Background: an optimization exercise with open tools, aiming at small area, a short achievable clock period and few clock cycles. Do not read the settings as production practice. In this exercise RTL edits were held to simulation tests only and were not proved equivalent to the original. No activity file was given, so power comes from the tool's default toggle rates.

==> run K: inputs <==
Design noc_mesh, start of the top module:
module noc_mesh
#(
  parameter int  NOC_DIM_X    = 3,
  parameter int  NOC_DIM_Y    = 3,
  parameter int  BUFFER_DEPTH = 4,
  localparam int NODES        = NOC_DIM_X * NOC_DIM_Y
) (
  input  logic              clock,
  input  logic              rst_i,
  input  logic [NODES-1:0][FLIT_WIDTH-1:0] local_data_i,
  input  logic [NODES-1:0]  local_rx_i,
  output logic [NODES-1:0]  local_credit_o,
  output logic [NODES-1:0][FLIT_WIDTH-1:0] local_data_o,
  output logic [NODES-1:0]  local_tx_o,
  input  logic [NODES-1:0]  local_credit_i
);
export LEC_CHECK = 0
export CAP_MARGIN = 35
export CELL_PAD_IN_SITES_DETAIL_PLACEMENT = 1
export CORE_MARGIN = 2
export CORE_UTILIZATION = 35
export PLACE_DENSITY = 0.55
export SETUP_SLACK_MARGIN = 2.9
export SLEW_MARGIN = 35
export TNS_END_PERCENT = 5
create_clock -name core_clock -period 6.0 [get_ports {clock}]
standard.sh (not shown) runs the stock make flow with config.mk's settings and CLKGATE_MAP_FILE= SYNTH_SCRIPT=/design/flow/synth_recipe.tcl, a recipe that flattens the netlist after the stock synthesis.
==> flow/flow/run.sh <==
#!/bin/bash
set -o pipefail
export BUFFER_PORTS_ARGS="-buffer_cell sky130_fd_sc_hd__buf_1"
export SYNTH_KEEP_MODULES="credit_select credit_group tx_gate"
export FASTROUTE_TCL="$PWD/flow/fastroute.tcl"
bash standard.sh > standard.log 2>&1
==> flow/flow/fastroute.tcl <==
# Global routing resources: as the platform's fastroute.tcl, but with more
# of met1 and met2 held back, so that global routing spreads the crossbar's
# wiring onto met3-met5 and leaves the lower layers room for pin access.
set_global_routing_layer_adjustment met1-met5 0.2
set_global_routing_layer_adjustment met1 0.5
set_global_routing_layer_adjustment met2 0.4

set_routing_layers -clock $::env(MIN_CLK_ROUTING_LAYER)-$::env(MAX_ROUTING_LAYER)
set_routing_layers -signal $::env(MIN_ROUTING_LAYER)-$::env(MAX_ROUTING_LAYER)
==> run Z: changes against run K <==
--- a/flow/design.v
+++ b/flow/design.v
@@ -13,13 +13,17 @@
 (
   input  logic                  clock,
   input  logic                  rst_i,
   input  logic [FLIT_WIDTH-1:0] data_i,
   input  logic                  rx_i,
   output logic                  credit_o,
+  input  logic                  hdr_i,
+  input  logic                  last_i,
   output logic [FLIT_WIDTH-1:0] head_o,
+  output logic                  hdr_o,
+  output logic                  last_o,
   output logic                  valid_o,
   output logic                  valid_next_o,
   input  logic [NUM_NODES-1:0]  own_i,     
   input  logic [NUM_NODES-1:0]  credit_i,  
   input  logic                  pop_i      
 );
@@ -29,12 +33,14 @@
     .credit_i (credit_i),
     .credit_o (credit_o)
   );
   always_ff @(posedge clock) begin
     if (rx_i) begin
       head_o <= data_i;
+      hdr_o  <= hdr_i;
+      last_o <= last_i;
     end
   end
   assign valid_next_o = rx_i || (valid_o && !pop_i);
   always_ff @(posedge clock) begin
     if (rst_i) begin
       valid_o <= 1'b0;
@@ -47,54 +53,36 @@
 (
   input  logic                 valid_i,
   input  logic [NUM_NODES-1:0] own_i,
   input  logic [NUM_NODES-1:0] credit_i,
   output logic                 credit_o
 );
-  logic [2:0] stuck_n;
-  for (genvar g = 0; g < 3; g++) begin : g_group
-    credit_group u_group (
-      .own_i    (own_i[3*g+:3]),
-      .credit_i (credit_i[3*g+:3]),
-      .none_o   (stuck_n[g])
-    );
-  end
-  assign credit_o = !(valid_i && &stuck_n);
-endmodule
-module credit_group
-(
-  input  logic [2:0] own_i,
-  input  logic [2:0] credit_i,
-  output logic       none_o
-);
-  assign none_o = !(|(own_i & credit_i));
+  assign credit_o = !valid_i || |(own_i & credit_i);
 endmodule
 `timescale 1ns/100ps
 import noc_pkg::*;
 module packet_counter
 (
   input  logic                  clock,
   input  logic                  rst_i,
   input  logic [FLIT_WIDTH-1:0] data_i,
   input  logic                  push_i,
-  output logic                  hdr_o,       
-  output logic                  head_hdr_o,  
-  output logic                  head_last_o  
+  output logic                  hdr_o,
+  output logic                  last_o
 );
   localparam logic [1:0] P_HEADER  = 2'd0;
   localparam logic [1:0] P_SIZE    = 2'd1;
   localparam logic [1:0] P_PAYLOAD = 2'd2;
   logic [1:0] pos;
   logic [7:0] remaining;
   logic       size_zero;
   logic       rem_one;
-  assign size_zero   = (data_i[SIZE_COUNT_LSB+:8] == 8'd0);
-  assign rem_one     = (remaining == 8'd1);
-  assign hdr_o       = (pos == P_HEADER);
-  assign head_hdr_o  = (pos == P_SIZE);
-  assign head_last_o = (pos == P_HEADER);
+  assign size_zero = (data_i[SIZE_COUNT_LSB+:8] == 8'd0);
+  assign rem_one   = (remaining == 8'd1);
+  assign hdr_o     = (pos == P_HEADER);
+  assign last_o    = (pos == P_SIZE) ? size_zero : (pos == P_PAYLOAD) && rem_one;
   always_ff @(posedge clock) begin
     if (rst_i) begin
       pos       <= P_HEADER;
       remaining <= '0;
     end else if (push_i) begin
       case (pos)
@@ -175,14 +163,13 @@
   input  logic [NUM_NODES-1:0]                 last_i,
   input  logic                                 credit_i,
   input  logic                                 keep_i,
   input  logic [NUM_NODES-1:0]                 valid_next_i,
   input  logic                                 granted_i,
   output logic [FLIT_WIDTH-1:0]                data_o,
-  output logic                                 tx_o,        
-  output logic                                 tx_int_o,    
+  output logic                                 tx_o,
   output logic                                 last_pop_o
 );
   logic avail;
   logic avail_next;
   logic is_last;
   always_comb begin
@@ -202,31 +189,14 @@
     if (rst_i) begin
       avail <= 1'b0;
     end else begin
       avail <= avail_next;
     end
   end
-  tx_gate u_tx_port (
-    .avail_i  (avail),
-    .credit_i (credit_i),
-    .tx_o     (tx_o)
-  );
-  tx_gate u_tx_int (
-    .avail_i  (avail),
-    .credit_i (credit_i),
-    .tx_o     (tx_int_o)
-  );
-  assign last_pop_o = tx_int_o && is_last;
-endmodule
-module tx_gate
-(
-  input  logic avail_i,
-  input  logic credit_i,
-  output logic tx_o
-);
-  assign tx_o = avail_i && credit_i;
+  assign tx_o       = avail && credit_i;
+  assign last_pop_o = tx_o && is_last;
 endmodule
 `timescale 1ns/100ps
 import noc_pkg::*;
 module router
 (
   input  logic                                 clock,
@@ -241,49 +211,52 @@
   logic [NUM_NODES-1:0][FLIT_WIDTH-1:0] head;
   logic [NUM_NODES-1:0]                 valid;
   logic [NUM_NODES-1:0]                 valid_next;
   logic [NUM_NODES-1:0]                 hdr;
   logic [NUM_NODES-1:0]                 last;
   logic [NUM_NODES-1:0]                 in_hdr;
+  logic [NUM_NODES-1:0]                 in_last;
   logic [NUM_NODES-1:0]                 pop;
   logic [NUM_NODES-1:0][NUM_NODES-1:0]  own;     
   logic [NUM_NODES-1:0][NUM_NODES-1:0]  req;     
   logic [NUM_NODES-1:0][NUM_NODES-1:0]  owner;   
   logic [NUM_NODES-1:0]                 busy;
   logic [NUM_NODES-1:0]                 keep;
   logic [NUM_NODES-1:0]                 grant;
   logic [NUM_NODES-1:0]                 last_pop;
-  logic [NUM_NODES-1:0]                 tx_int;
   for (genvar s = 0; s < NUM_NODES; s++) begin : g_src
     packet_counter u_counter (
       .clock  (clock),
       .rst_i  (rst_i),
       .data_i (data_i[s]),
       .push_i (rx_i[s]),
-      .hdr_o       (in_hdr[s]),
-      .head_hdr_o  (hdr[s]),
-      .head_last_o (last[s])
+      .hdr_o  (in_hdr[s]),
+      .last_o (in_last[s])
     );
     input_buffer u_buffer (
       .clock        (clock),
       .rst_i        (rst_i),
       .data_i       (data_i[s]),
       .rx_i         (rx_i[s]),
       .credit_o     (credit_o[s]),
+      .hdr_i        (in_hdr[s]),
+      .last_i       (in_last[s]),
       .head_o       (head[s]),
+      .hdr_o        (hdr[s]),
+      .last_o       (last[s]),
       .valid_o      (valid[s]),
       .valid_next_o (valid_next[s]),
       .own_i        (own[s]),
       .credit_i     (credit_i),
       .pop_i        (pop[s])
     );
     always_comb begin
       pop[s] = 1'b0;
       for (int d = 0; d < NUM_NODES; d++) begin
         own[s][d] = owner[d][s];
-        pop[s]    = pop[s] | (owner[d][s] & tx_int[d]);
+        pop[s]    = pop[s] | (owner[d][s] & tx_o[d]);
       end
     end
   end
   for (genvar d = 0; d < NUM_NODES; d++) begin : g_dst
     localparam logic [1:0] DX = 2'(d / DIM_Y);
     localparam logic [1:0] DY = 2'(d % DIM_Y);
@@ -314,13 +287,12 @@
       .credit_i     (credit_i[d]),
       .keep_i       (keep[d]),
       .valid_next_i (valid_next),
       .granted_i    (grant[d]),
       .data_o       (data_o[d]),
       .tx_o         (tx_o[d]),
-      .tx_int_o     (tx_int[d]),
       .last_pop_o   (last_pop[d])
     );
   end
 endmodule
 `timescale 1ns/100ps
 import noc_pkg::*;
==> flow/flow/run.sh (replaced) <==
#!/bin/bash
set -o pipefail
export BUFFER_PORTS_ARGS="-buffer_cell sky130_fd_sc_hd__buf_1"
export SYNTH_KEEP_MODULES="credit_select"
export FASTROUTE_TCL="$PWD/flow/fastroute.tcl"
bash standard.sh > standard.log 2>&1
Settings changed: CAP_MARGIN 35 to 20, SLEW_MARGIN 35 to 20.
==> run D: changes against run K <==
--- a/flow/design.v
+++ b/flow/design.v
@@ -13,13 +13,17 @@
 (
   input  logic                  clock,
   input  logic                  rst_i,
   input  logic [FLIT_WIDTH-1:0] data_i,
   input  logic                  rx_i,
   output logic                  credit_o,
+  input  logic                  hdr_i,
+  input  logic                  last_i,
   output logic [FLIT_WIDTH-1:0] head_o,
+  output logic                  hdr_o,
+  output logic                  last_o,
   output logic                  valid_o,
   output logic                  valid_next_o,
   input  logic [NUM_NODES-1:0]  own_i,     
   input  logic [NUM_NODES-1:0]  credit_i,  
   input  logic                  pop_i      
 );
@@ -29,12 +33,14 @@
     .credit_i (credit_i),
     .credit_o (credit_o)
   );
   always_ff @(posedge clock) begin
     if (rx_i) begin
       head_o <= data_i;
+      hdr_o  <= hdr_i;
+      last_o <= last_i;
     end
   end
   assign valid_next_o = rx_i || (valid_o && !pop_i);
   always_ff @(posedge clock) begin
     if (rst_i) begin
       valid_o <= 1'b0;
@@ -47,54 +53,36 @@
 (
   input  logic                 valid_i,
   input  logic [NUM_NODES-1:0] own_i,
   input  logic [NUM_NODES-1:0] credit_i,
   output logic                 credit_o
 );
-  logic [2:0] stuck_n;
-  for (genvar g = 0; g < 3; g++) begin : g_group
-    credit_group u_group (
-      .own_i    (own_i[3*g+:3]),
-      .credit_i (credit_i[3*g+:3]),
-      .none_o   (stuck_n[g])
-    );
-  end
-  assign credit_o = !(valid_i && &stuck_n);
-endmodule
-module credit_group
-(
-  input  logic [2:0] own_i,
-  input  logic [2:0] credit_i,
-  output logic       none_o
-);
-  assign none_o = !(|(own_i & credit_i));
+  assign credit_o = !valid_i || |(own_i & credit_i);
 endmodule
 `timescale 1ns/100ps
 import noc_pkg::*;
 module packet_counter
 (
   input  logic                  clock,
   input  logic                  rst_i,
   input  logic [FLIT_WIDTH-1:0] data_i,
   input  logic                  push_i,
-  output logic                  hdr_o,       
-  output logic                  head_hdr_o,  
-  output logic                  head_last_o  
+  output logic                  hdr_o,
+  output logic                  last_o
 );
   localparam logic [1:0] P_HEADER  = 2'd0;
   localparam logic [1:0] P_SIZE    = 2'd1;
   localparam logic [1:0] P_PAYLOAD = 2'd2;
   logic [1:0] pos;
   logic [7:0] remaining;
   logic       size_zero;
   logic       rem_one;
-  assign size_zero   = (data_i[SIZE_COUNT_LSB+:8] == 8'd0);
-  assign rem_one     = (remaining == 8'd1);
-  assign hdr_o       = (pos == P_HEADER);
-  assign head_hdr_o  = (pos == P_SIZE);
-  assign head_last_o = (pos == P_HEADER);
+  assign size_zero = (data_i[SIZE_COUNT_LSB+:8] == 8'd0);
+  assign rem_one   = (remaining == 8'd1);
+  assign hdr_o     = (pos == P_HEADER);
+  assign last_o    = (pos == P_SIZE) ? size_zero : (pos == P_PAYLOAD) && rem_one;
   always_ff @(posedge clock) begin
     if (rst_i) begin
       pos       <= P_HEADER;
       remaining <= '0;
     end else if (push_i) begin
       case (pos)
@@ -175,14 +163,13 @@
   input  logic [NUM_NODES-1:0]                 last_i,
   input  logic                                 credit_i,
   input  logic                                 keep_i,
   input  logic [NUM_NODES-1:0]                 valid_next_i,
   input  logic                                 granted_i,
   output logic [FLIT_WIDTH-1:0]                data_o,
-  output logic                                 tx_o,        
-  output logic                                 tx_int_o,    
+  output logic                                 tx_o,
   output logic                                 last_pop_o
 );
   logic avail;
   logic avail_next;
   logic is_last;
   always_comb begin
@@ -202,31 +189,14 @@
     if (rst_i) begin
       avail <= 1'b0;
     end else begin
       avail <= avail_next;
     end
   end
-  tx_gate u_tx_port (
-    .avail_i  (avail),
-    .credit_i (credit_i),
-    .tx_o     (tx_o)
-  );
-  tx_gate u_tx_int (
-    .avail_i  (avail),
-    .credit_i (credit_i),
-    .tx_o     (tx_int_o)
-  );
-  assign last_pop_o = tx_int_o && is_last;
-endmodule
-module tx_gate
-(
-  input  logic avail_i,
-  input  logic credit_i,
-  output logic tx_o
-);
-  assign tx_o = avail_i && credit_i;
+  assign tx_o       = avail && credit_i;
+  assign last_pop_o = tx_o && is_last;
 endmodule
 `timescale 1ns/100ps
 import noc_pkg::*;
 module router
 (
   input  logic                                 clock,
@@ -241,49 +211,52 @@
   logic [NUM_NODES-1:0][FLIT_WIDTH-1:0] head;
   logic [NUM_NODES-1:0]                 valid;
   logic [NUM_NODES-1:0]                 valid_next;
   logic [NUM_NODES-1:0]                 hdr;
   logic [NUM_NODES-1:0]                 last;
   logic [NUM_NODES-1:0]                 in_hdr;
+  logic [NUM_NODES-1:0]                 in_last;
   logic [NUM_NODES-1:0]                 pop;
   logic [NUM_NODES-1:0][NUM_NODES-1:0]  own;     
   logic [NUM_NODES-1:0][NUM_NODES-1:0]  req;     
   logic [NUM_NODES-1:0][NUM_NODES-1:0]  owner;   
   logic [NUM_NODES-1:0]                 busy;
   logic [NUM_NODES-1:0]                 keep;
   logic [NUM_NODES-1:0]                 grant;
   logic [NUM_NODES-1:0]                 last_pop;
-  logic [NUM_NODES-1:0]                 tx_int;
   for (genvar s = 0; s < NUM_NODES; s++) begin : g_src
     packet_counter u_counter (
       .clock  (clock),
       .rst_i  (rst_i),
       .data_i (data_i[s]),
       .push_i (rx_i[s]),
-      .hdr_o       (in_hdr[s]),
-      .head_hdr_o  (hdr[s]),
-      .head_last_o (last[s])
+      .hdr_o  (in_hdr[s]),
+      .last_o (in_last[s])
     );
     input_buffer u_buffer (
       .clock        (clock),
       .rst_i        (rst_i),
       .data_i       (data_i[s]),
       .rx_i         (rx_i[s]),
       .credit_o     (credit_o[s]),
+      .hdr_i        (in_hdr[s]),
+      .last_i       (in_last[s]),
       .head_o       (head[s]),
+      .hdr_o        (hdr[s]),
+      .last_o       (last[s]),
       .valid_o      (valid[s]),
       .valid_next_o (valid_next[s]),
       .own_i        (own[s]),
       .credit_i     (credit_i),
       .pop_i        (pop[s])
     );
     always_comb begin
       pop[s] = 1'b0;
       for (int d = 0; d < NUM_NODES; d++) begin
         own[s][d] = owner[d][s];
-        pop[s]    = pop[s] | (owner[d][s] & tx_int[d]);
+        pop[s]    = pop[s] | (owner[d][s] & tx_o[d]);
       end
     end
   end
   for (genvar d = 0; d < NUM_NODES; d++) begin : g_dst
     localparam logic [1:0] DX = 2'(d / DIM_Y);
     localparam logic [1:0] DY = 2'(d % DIM_Y);
@@ -314,13 +287,12 @@
       .credit_i     (credit_i[d]),
       .keep_i       (keep[d]),
       .valid_next_i (valid_next),
       .granted_i    (grant[d]),
       .data_o       (data_o[d]),
       .tx_o         (tx_o[d]),
-      .tx_int_o     (tx_int[d]),
       .last_pop_o   (last_pop[d])
     );
   end
 endmodule
 `timescale 1ns/100ps
 import noc_pkg::*;
==> flow/flow/run.sh (replaced) <==
#!/bin/bash
set -o pipefail
export BUFFER_PORTS_ARGS="-buffer_cell sky130_fd_sc_hd__buf_1"
export SYNTH_KEEP_MODULES="credit_select"
export FASTROUTE_TCL="$PWD/flow/fastroute.tcl"
bash standard.sh > standard.log 2>&1
==> flow/flow/fastroute.tcl (replaced) <==
# Global routing resources: as the platform's fastroute.tcl, but with most
# of met1 and more of met2 held back, so that global routing spreads the
# crossbar's wiring onto met3-met5 and leaves the lower layers room for pin
# access.
set_global_routing_layer_adjustment met1-met5 0.2
set_global_routing_layer_adjustment met1 0.7
set_global_routing_layer_adjustment met2 0.5

set_routing_layers -clock $::env(MIN_CLK_ROUTING_LAYER)-$::env(MAX_ROUTING_LAYER)
set_routing_layers -signal $::env(MIN_ROUTING_LAYER)-$::env(MAX_ROUTING_LAYER)
Settings changed: CAP_MARGIN 35 to 20, SLEW_MARGIN 35 to 20.
==> qor summary <==
Invs w/o clock: run K 85; run Z 94; run D -
Total power draw: run K 7890 uW; run Z 8144 uW; run D -
Beginning of the critical path: run K local_rx_i[1]; run Z u_router.g_src[0].u_buffer.head_o[15]; run D -
Number of instances in the synthesized netlist: run K 3163; run Z 3200; run D 3200
Share of cell area taken by multi-input logic gates: run K 0.5314; run Z 0.5115; run D -
Capturing instance or port of the critical path: run K u_router.g_dst[2].u_ctrl.owner_o[6]; run Z local_data_o[15]; run D -
Highest clock frequency the design can meet: run K 0.2524 GHz; run Z 0.2702 GHz; run D -
Run status: run K complete, no violations; run Z complete, no violations; run D aborted with a tool error
Failing step: run K -; run Z -; run D global routing (5_1_grt)
Minimum setup slack among reg-to-reg paths: run K 2290 ps; run Z 2570 ps; run D -
Max-slew violation count: run K 0; run Z 0; run D -
Area share of fa/ha/maj cells after synthesis: run K 0.02143; run Z 0.02103; run D 0.02103
Data required time at the worst endpoint: run K 6500 ps; run Z 4800 ps; run D -
Crit path time final: run K 3962 ps; run Z 3701 ps; run D -
Register area share after synthesis: run K 0.3154; run Z 0.3298; run D 0.3298
Synthesized area divided by synthesized cell count: run K 8.307 sq um; run Z 8.366 sq um; run D 8.366 sq um
Clk. pwr: run K 2940 uW; run Z 3040 uW; run D -
Row Count: run K 100; run Z 101; run D 101
Data arrival time at the worst-slack endpoint: run K 4460 ps; run Z 2500 ps; run D -
Post-route worst hold slack: run K 492.2 ps; run Z 476.0 ps; run D -
Width of the die: run K 278 um; run Z 280.6 um; run D 280.6 um
Number of stages on the worst setup path: run K 8; run Z 3; run D -
GPL Wtd Cong: run K 1.052; run Z 1.061; run D 1.114
Final design instance area without fill: run K 30860 sq um; run Z 31660 sq um; run D -
Slew Limit Headroom: run K 0.1555; run Z 0.1679; run D -
Post-DR vias/cell: run K 7.511; run Z 7.512; run D -
Total of max-cap violations: run K 0; run Z 0; run D -
Number of setup buffers added after CTS: run K 33; run Z 4; run D 3
Testbench counts of run K, summed over its fixed seeds: cycles 2,366.
Testbench counts of run Z, summed over its fixed seeds: cycles 2,366.
Testbench counts of run D, summed over its fixed seeds: cycles 2,366.

## what the ideal ports hide
The results above use ideal ports. As a check the final layouts listed here were re-extracted and re-timed, cells and wires unchanged.
Step 1 (the two cells are an assumption about what drives the block):
set clk [get_ports {clock}]
set_driving_cell -lib_cell sky130_fd_sc_hd__clkbuf_16 $clk
set_driving_cell -lib_cell sky130_fd_sc_hd__buf_2 [delete_from_list [all_inputs] $clk]
Step 2 times the ports against the registers' clock, not the clock port: input delays grow and output delays shrink by t, the midpoint of the rising clock arrivals with the driver on.
a / b / c = no drivers / after step 1 / after step 2; a / b = the first two.
run	t, ns	setup WS [ns]	latest minus earliest clock arrival (ns)	worst slew at a driven data input, ns
run K	0.688	2.038 / 2.031 / 1.343	0.029 / 0.030	0.14
run Z	0.710	2.299 / 2.229 / 1.885	0.032 / 0.032	0.25
After both steps setup and hold are still met in every run listed. The setup slack of run K, which loses most, moves by -0.007 ns with the drivers and by -0.695 ns with both steps.
